Background: an optimization exercise with open tools, aiming at small area and a short achievable clock period. Do not read the settings as production practice.
The RTL was checked by simulation tests, not by an equivalence proof against the original design.
Power and IR drop assume default switching activity.

job 101:
==> flow/design.v (excerpt) <==
module leaf_stream_bridge #(
  parameter int NUM_IN_PORTS  = 2,
  parameter int NUM_OUT_PORTS = 2,
  parameter int PAYLOAD_BITS  = 32,
  parameter int FIFO_DEPTH    = 16,
  parameter int CNT_BITS      = $clog2(FIFO_DEPTH) + 1
) (
  input  logic                              clk,
  input  logic                              ap_rst_n,
  input  logic                              flush,
  input  logic [15:0]                       frame_len,
  input  logic [NUM_IN_PORTS*PAYLOAD_BITS-1:0]  dout_leaf_interface2user,
  input  logic [NUM_IN_PORTS-1:0]               vld_interface2user,
  output logic [NUM_IN_PORTS-1:0]               ack_user2interface,
  output logic [NUM_OUT_PORTS*PAYLOAD_BITS-1:0] din_leaf_user2interface,
  output logic [NUM_OUT_PORTS-1:0]              vld_user2interface,
  input  logic [NUM_OUT_PORTS-1:0]              ack_interface2user,
  output logic [NUM_IN_PORTS*PAYLOAD_BITS-1:0]  Input_TDATA,
  output logic [NUM_IN_PORTS-1:0]               Input_TVALID,
  output logic [NUM_IN_PORTS-1:0]               Input_TLAST,
  input  logic [NUM_IN_PORTS-1:0]               Input_TREADY,
  input  logic [NUM_OUT_PORTS*PAYLOAD_BITS-1:0] Output_TDATA,
  input  logic [NUM_OUT_PORTS-1:0]              Output_TVALID,
  output logic [NUM_OUT_PORTS-1:0]              Output_TREADY,
  output logic [NUM_IN_PORTS*CNT_BITS-1:0]  in_level,
  output logic [NUM_OUT_PORTS*CNT_BITS-1:0] out_level
);
Size in the first run: ~4500 cells after synthesis, roughly 2100 flip-flops, about 310 I/O pins.
==> flow/config.mk <==
export PLATFORM = sky130hd
export DESIGN_NAME = leaf_stream_bridge
export DESIGN_NICKNAME = leaf_stream_bridge
export VERILOG_FILES = /design/flow/design.v
export SDC_FILE = /design/flow/constraint.sdc
export NUM_CORES = 4
export LEC_CHECK = 0
export CAP_MARGIN = 10
export CORE_MARGIN = 2
export CORE_UTILIZATION = 69
export CTS_CLUSTER_DIAMETER = 70
export CTS_CLUSTER_SIZE = 25
export SETUP_SLACK_MARGIN = 1.75
export SLEW_MARGIN = 10
==> flow/constraint.sdc <==
create_clock -name core_clock -period 4.5 [get_ports {clk}]
set_input_delay 0.9000 -clock core_clock [delete_from_list [all_inputs] [get_ports {clk}]]
set_output_delay 0.9000 -clock core_clock [all_outputs]
set_load 0.01 [all_outputs]
standard.sh (not shown) runs the stock make flow with config.mk's settings and CLKGATE_MAP_FILE= SYNTH_SCRIPT=/design/flow/synth_recipe.tcl, a recipe that flattens the netlist after the stock synthesis.
==> flow/flow/run.sh <==
#!/bin/bash
set -euo pipefail
cd "$(dirname "$0")/.."
export IO_CONSTRAINTS="$PWD/flow/io.tcl"
export BUFFER_PORTS_ARGS="-buffer_cell sky130_fd_sc_hd__buf_1"
bash standard.sh > standard_flow.log 2>&1
==> flow/flow/io.tcl <==
set_io_pin_constraint -group -order -pin_names {frame_len[0] frame_len[1] frame_len[2] frame_len[3] frame_len[4] frame_len[5] frame_len[6] frame_len[7] Input_TLAST[0] Input_TLAST[1] ack_user2interface[0] flush ack_user2interface[1] Output_TREADY[0] Output_TREADY[1] frame_len[8] frame_len[9] frame_len[10] frame_len[11] frame_len[12] frame_len[13] frame_len[14] frame_len[15]}
No stage failed in job 101, and the final checks on the layout all came back clean.
diff inputs: job 101 => job 104
Settings: CAP_MARGIN changed from 10 to 5; CTS_CLUSTER_SIZE changed from 25 to 28; SLEW_MARGIN changed from 10 to 5; CTS_CLUSTER_DIAMETER changed from 70 to 60; CORE_UTILIZATION changed from 69 to 66; SETUP_SLACK_MARGIN changed from 1.75 to 1.6.
==> run notes <==
- The lower cell count came out of job 101.
- Job 101 has lower pin count of the biggest net entering global routing than job 104.
- Job 104 gives more static leakage than job 101 did.
- Looking at job 104 and job 101, the area taken by flip-flops and latches is a wash.
- Job 104 against job 101: post-route standard cell area excluding fillers went up, shortest clock period the worst path allows after layout went up.
- Compared with job 101, in job 104 largest incremental delay on the critical path now smaller, setup slack of the critical path after layout saw a decrease.
- Job 104 vs. job 101: part of the total power dissipated in combinational logic saw a decrease; number of antenna violations at the first check in global routing lost 3.

---

Starting RTL as in the previous note.
Settings: LEC_CHECK=0, CAP_MARGIN=20, CORE_MARGIN=2, CORE_UTILIZATION=60, CTS_CLUSTER_DIAMETER=70, CTS_CLUSTER_SIZE=25, SETUP_SLACK_MARGIN=1.8, SLEW_MARGIN=20; clock period 4.5 ns.
==> flow/flow/run.sh <==
#!/bin/bash
set -euo pipefail
cd "$(dirname "$0")/.."
export IO_CONSTRAINTS="$PWD/flow/io.tcl"
export BUFFER_PORTS_ARGS="-buffer_cell sky130_fd_sc_hd__buf_2"
bash standard.sh > standard_flow.log 2>&1
Scripts as last shown in full above: flow/flow/io.tcl
==> next run, changes <==
CTS_CLUSTER_DIAMETER = not set   (was 70)
CTS_CLUSTER_SIZE = not set   (was 25)
SETUP_SLACK_MARGIN = 1.5   (was 1.8)
- worst setup slack is better by 0.096 ns
- power climbs by 7.6%
- core utilization climbs by 1.1 points
- global-route usage rises by 0.17 points
==> next run, changes <==
==> flow/flow/run.sh (replaced) <==
#!/bin/bash
set -euo pipefail
cd "$(dirname "$0")/.."
export IO_CONSTRAINTS="$PWD/flow/io.tcl"
export BUFFER_PORTS_ARGS="-buffer_cell sky130_fd_sc_hd__buf_1"
bash standard.sh > standard_flow.log 2>&1
CAP_MARGIN = 10   (was 20)
CORE_UTILIZATION = 66   (was 60)
CTS_CLUSTER_DIAMETER = 70   (was not set)
CTS_CLUSTER_SIZE = 25   (was not set)
SETUP_SLACK_MARGIN = 1.9   (was 1.5)
SLEW_MARGIN = 10   (was 20)
Worst setup slack is better by 0.031 ns.
Utilization grows by 4.5 points.
Synthesized cell count stays the same.
Sequential power is about the same.
Die area shrinks by 9.0%.
Via count shrinks by about 0.56%.
Cell count shrinks by 4.4%.
==> next run, changes <==
SETUP_SLACK_MARGIN = 1.6   (was 1.9)
After rerunning: Clock skew is lower by 0.0032 ns. Final area is lower by 0.84%. Utilization is lower by 0.61 points. Via count is lower by 0.66%. Worst setup slack loses 0.011 ns. Die area does not change.

---

Setup of old:
The RTL this note starts from:
==> flow/design.v <==
module leaf_stream_fifo #(
  parameter int WIDTH = 32
) (
  input  logic             clk,
  input  logic             ap_rst_n,
  input  logic             flush,
  input  logic             clr,         
  input  logic [WIDTH-1:0] wr_data,
  input  logic             wr_valid,
  output logic             wr_ready,
  output logic [WIDTH-1:0] rd_data,
  output logic             rd_valid,
  input  logic             rd_ready,
  output logic [4:0]       level,
  output logic             pop,
  output logic             valid_next
);
  logic [4:0]       count;
  logic             vld_q;     
  logic             rdy_q;     
  logic             two_q;     
  logic [WIDTH-1:0] head;
  logic [WIDTH-1:0] store [15];
  logic             push;
  logic             ld_in;
  logic             ld_st;
  logic             st_we;
  logic [4:0]       count_d;
  logic [WIDTH-1:0] st_out;
  logic [WIDTH-1:0] head_d;
  assign wr_ready = rdy_q & ~flush;
  assign rd_valid = vld_q;
  assign rd_data  = head;
  assign level    = count;
  assign push  = wr_valid & rdy_q & ~flush;
  assign pop   = vld_q & rd_ready & ~flush;
  assign ld_in = push & (~vld_q | (~two_q & pop));
  assign ld_st = pop & two_q;
  assign st_we = push & ~ld_in;
  always_comb begin
    st_out = '0;
    for (int k = 0; k < 15; k++) begin
      st_out = st_out | ({WIDTH{count == 5'(k + 2)}} & store[k]);
    end
  end
  assign head_d = two_q ? st_out : wr_data;
  always_comb begin
    count_d = count;
    if (flush)            count_d = '0;
    else if (push & ~pop) count_d = count + 5'd1;
    else if (pop & ~push) count_d = count - 5'd1;
  end
  assign valid_next = (count_d != 5'd0);
  always_ff @(posedge clk) begin
    if (ld_in | ld_st) head <= head_d;
  end
  always_ff @(posedge clk) begin
    if (st_we) store[0] <= wr_data;
  end
  for (genvar k = 1; k < 15; k++) begin : g_row
    always_ff @(posedge clk) begin
      if (st_we) store[k] <= store[k-1];
    end
  end
  always_ff @(posedge clk or negedge ap_rst_n) begin
    if (!ap_rst_n) begin
      count <= '0;
      vld_q <= 1'b0;
      rdy_q <= 1'b0;
    end else begin
      count <= count_d;
      vld_q <= (count_d != 5'd0);
      rdy_q <= (count_d != 5'd16);
    end
  end
  always_ff @(posedge clk) begin
    if (clr) begin
      two_q <= 1'b0;
    end else begin
      two_q <= (count_d > 5'd1);
    end
  end
endmodule
module leaf_stream_bridge #(
  parameter int NUM_IN_PORTS  = 2,
  parameter int NUM_OUT_PORTS = 2,
  parameter int PAYLOAD_BITS  = 32,
  parameter int FIFO_DEPTH    = 16,
  parameter int CNT_BITS      = $clog2(FIFO_DEPTH) + 1
) (
  input  logic                              clk,
  input  logic                              ap_rst_n,
  input  logic                              flush,
  input  logic [15:0]                       frame_len,
  input  logic [NUM_IN_PORTS*PAYLOAD_BITS-1:0]  dout_leaf_interface2user,
  input  logic [NUM_IN_PORTS-1:0]               vld_interface2user,
  output logic [NUM_IN_PORTS-1:0]               ack_user2interface,
  output logic [NUM_OUT_PORTS*PAYLOAD_BITS-1:0] din_leaf_user2interface,
  output logic [NUM_OUT_PORTS-1:0]              vld_user2interface,
  input  logic [NUM_OUT_PORTS-1:0]              ack_interface2user,
  output logic [NUM_IN_PORTS*PAYLOAD_BITS-1:0]  Input_TDATA,
  output logic [NUM_IN_PORTS-1:0]               Input_TVALID,
  output logic [NUM_IN_PORTS-1:0]               Input_TLAST,
  input  logic [NUM_IN_PORTS-1:0]               Input_TREADY,
  input  logic [NUM_OUT_PORTS*PAYLOAD_BITS-1:0] Output_TDATA,
  input  logic [NUM_OUT_PORTS-1:0]              Output_TVALID,
  output logic [NUM_OUT_PORTS-1:0]              Output_TREADY,
  output logic [NUM_IN_PORTS*CNT_BITS-1:0]  in_level,
  output logic [NUM_OUT_PORTS*CNT_BITS-1:0] out_level
);
  logic rst_done;
  logic clr;
  always_ff @(posedge clk or negedge ap_rst_n) begin
    if (!ap_rst_n) begin
      rst_done <= 1'b0;
    end else begin
      rst_done <= 1'b1;
    end
  end
  assign clr = flush | ~rst_done;
  for (genvar i = 0; i < NUM_IN_PORTS; i++) begin : g_in
    logic        pop;
    logic        valid_next;
    logic        tlast;
    logic [15:0] wnext;
    logic [15:0] wnext_d;
    logic        wnz_d;
    logic        en_d;
    logic [15:1] cmp_n;
    logic        cmp0_hi;
    logic        cmp0_lo;
    logic        match0;
    leaf_stream_fifo #(
      .WIDTH (PAYLOAD_BITS)
    ) u_fifo (
      .clk        (clk),
      .ap_rst_n   (ap_rst_n),
      .flush      (flush),
      .clr        (clr),
      .wr_data    (dout_leaf_interface2user[i*PAYLOAD_BITS +: PAYLOAD_BITS]),
      .wr_valid   (vld_interface2user[i]),
      .wr_ready   (ack_user2interface[i]),
      .rd_data    (Input_TDATA[i*PAYLOAD_BITS +: PAYLOAD_BITS]),
      .rd_valid   (Input_TVALID[i]),
      .rd_ready   (Input_TREADY[i]),
      .level      (in_level[i*CNT_BITS +: CNT_BITS]),
      .pop        (pop),
      .valid_next (valid_next)
    );
    assign match0 = frame_len[0] ? cmp0_hi : cmp0_lo;
    assign Input_TLAST[i] = match0 & ((frame_len[15:1] ^ cmp_n) == 15'h7fff);
    assign tlast = (cmp0_hi | cmp0_lo) & (frame_len == wnext);
    always_comb begin
      wnext_d = wnext;
      if (clr)      wnext_d = 16'd1;
      else if (pop) wnext_d = tlast ? 16'd1 : wnext + 16'd1;
    end
    assign wnz_d = clr | (pop ? (tlast | ~(&wnext)) : (|wnext));
    assign en_d  = valid_next & wnz_d;
    always_ff @(posedge clk) begin
      wnext <= wnext_d;
      cmp_n <= ~wnext_d[15:1];
    end
    always_ff @(posedge clk or negedge ap_rst_n) begin
      if (!ap_rst_n) begin
        cmp0_hi <= 1'b0;
        cmp0_lo <= 1'b0;
      end else begin
        cmp0_hi <= en_d & wnext_d[0];
        cmp0_lo <= en_d & ~wnext_d[0];
      end
    end
  end
  for (genvar j = 0; j < NUM_OUT_PORTS; j++) begin : g_out
    logic pop;
    logic valid_next;
    leaf_stream_fifo #(
      .WIDTH (PAYLOAD_BITS)
    ) u_fifo (
      .clk        (clk),
      .ap_rst_n   (ap_rst_n),
      .flush      (flush),
      .clr        (clr),
      .wr_data    (Output_TDATA[j*PAYLOAD_BITS +: PAYLOAD_BITS]),
      .wr_valid   (Output_TVALID[j]),
      .wr_ready   (Output_TREADY[j]),
      .rd_data    (din_leaf_user2interface[j*PAYLOAD_BITS +: PAYLOAD_BITS]),
      .rd_valid   (vld_user2interface[j]),
      .rd_ready   (ack_interface2user[j]),
      .level      (out_level[j*CNT_BITS +: CNT_BITS]),
      .pop        (pop),
      .valid_next (valid_next)
    );
  end
endmodule
Settings: LEC_CHECK=0, CAP_MARGIN=20, CORE_MARGIN=2, CORE_UTILIZATION=66, CTS_CLUSTER_DIAMETER=70, CTS_CLUSTER_SIZE=25, SETUP_SLACK_MARGIN=1.6, SLEW_MARGIN=20; clock period 4.5 ns.
==> flow/flow/run.sh <==
#!/bin/bash
set -euo pipefail
cd "$(dirname "$0")/.."
export IO_CONSTRAINTS="$PWD/flow/io.tcl"
export BUFFER_PORTS_ARGS="-buffer_cell sky130_fd_sc_hd__buf_2"
bash standard.sh > standard_flow.log 2>&1
Scripts as last shown in full above: flow/flow/io.tcl
Having completed the whole flow, old delivered a layout that passed the timing, design-rule and antenna checks.
## Diff of input files: new against old
Settings: CTS_CLUSTER_SIZE: 25 -> unset; SETUP_SLACK_MARGIN: 1.6 -> 1.8; CORE_UTILIZATION: 66 -> 60; CTS_CLUSTER_DIAMETER: 70 -> unset.
### Flow results
new: number of optimization iterations in the first detailed-route pass 4 above old. Number of placed instances, taps included went up by a few percent going from old to new. On routed wire length on met3, new and old are basically level. Compared with old, new shows a clock network power share that is 6.6 points higher. Changes observed in new relative to old: routed wirelength normalized by instance count was more or less identical; post-route core utilization shrank by 4.3 points. Pin count of the biggest net entering global routing, new and old, higher one = old. In new relative to old, routed wire length had gone up by a few percent. For longest individual stage delay on the worst path, new and old come out practically identical. Diff old -> new: logic gate share of total power shrank by 0.6 points; final cell count without fillers grew by 332.

## static timing again, ports no longer ideal
In the flow no input, the clock included, has a driving cell. The finished layouts below were timed again as built, in two steps. Step 1, drivers: a clkbuf_16 drives clk and a buf_2 each remaining input, both assumed. Step 2, shift: input delay + t, output delay - t, t = (earliest + latest rising clock arrival at the registers) / 2. This alone moves slack from input paths to output paths. a / b / c = ideal / step 1 / step 2; a / b = the first two.
| run | t, ns | setup WS [ns] | hold slack, ns | worst setup path at the end |
|---|---|---|---|---|
| job 101 | 0.805 | 1.600 / 1.525 / 0.972 | 0.318 / 0.279 / 0.443 | input to register |
| job 104 | 0.851 | 1.539 / 1.471 / 0.914 | 0.283 / 0.243 / 0.414 | input to register |
| the first run of note 2 | 0.849 | 1.488 / 1.408 / 0.841 | 0.220 / 0.228 / 0.441 | input to register |
| the second run of note 2 | 0.865 | 1.584 / 1.513 / 0.880 | 0.201 / 0.213 / 0.432 | input to register |
| the third run of note 2 | 0.802 | 1.615 / 1.542 / 1.229 | 0.315 / 0.267 / 0.438 | input to register |
| the fourth run of note 2 | 0.801 | 1.604 / 1.530 / 1.030 | 0.313 / 0.264 / 0.436 | input to register |
| old | 0.814 | 1.595 / 1.548 / 1.129 | 0.233 / 0.247 / 0.436 | input to register |
| new | 0.869 | 1.545 / 1.482 / 1.158 | 0.233 / 0.229 / 0.436 | input to register |
After both steps every run listed still meets setup and hold. For the second run of note 2, which loses most, drivers alone change the setup slack by -0.071 ns; drivers and shift together by -0.704 ns.
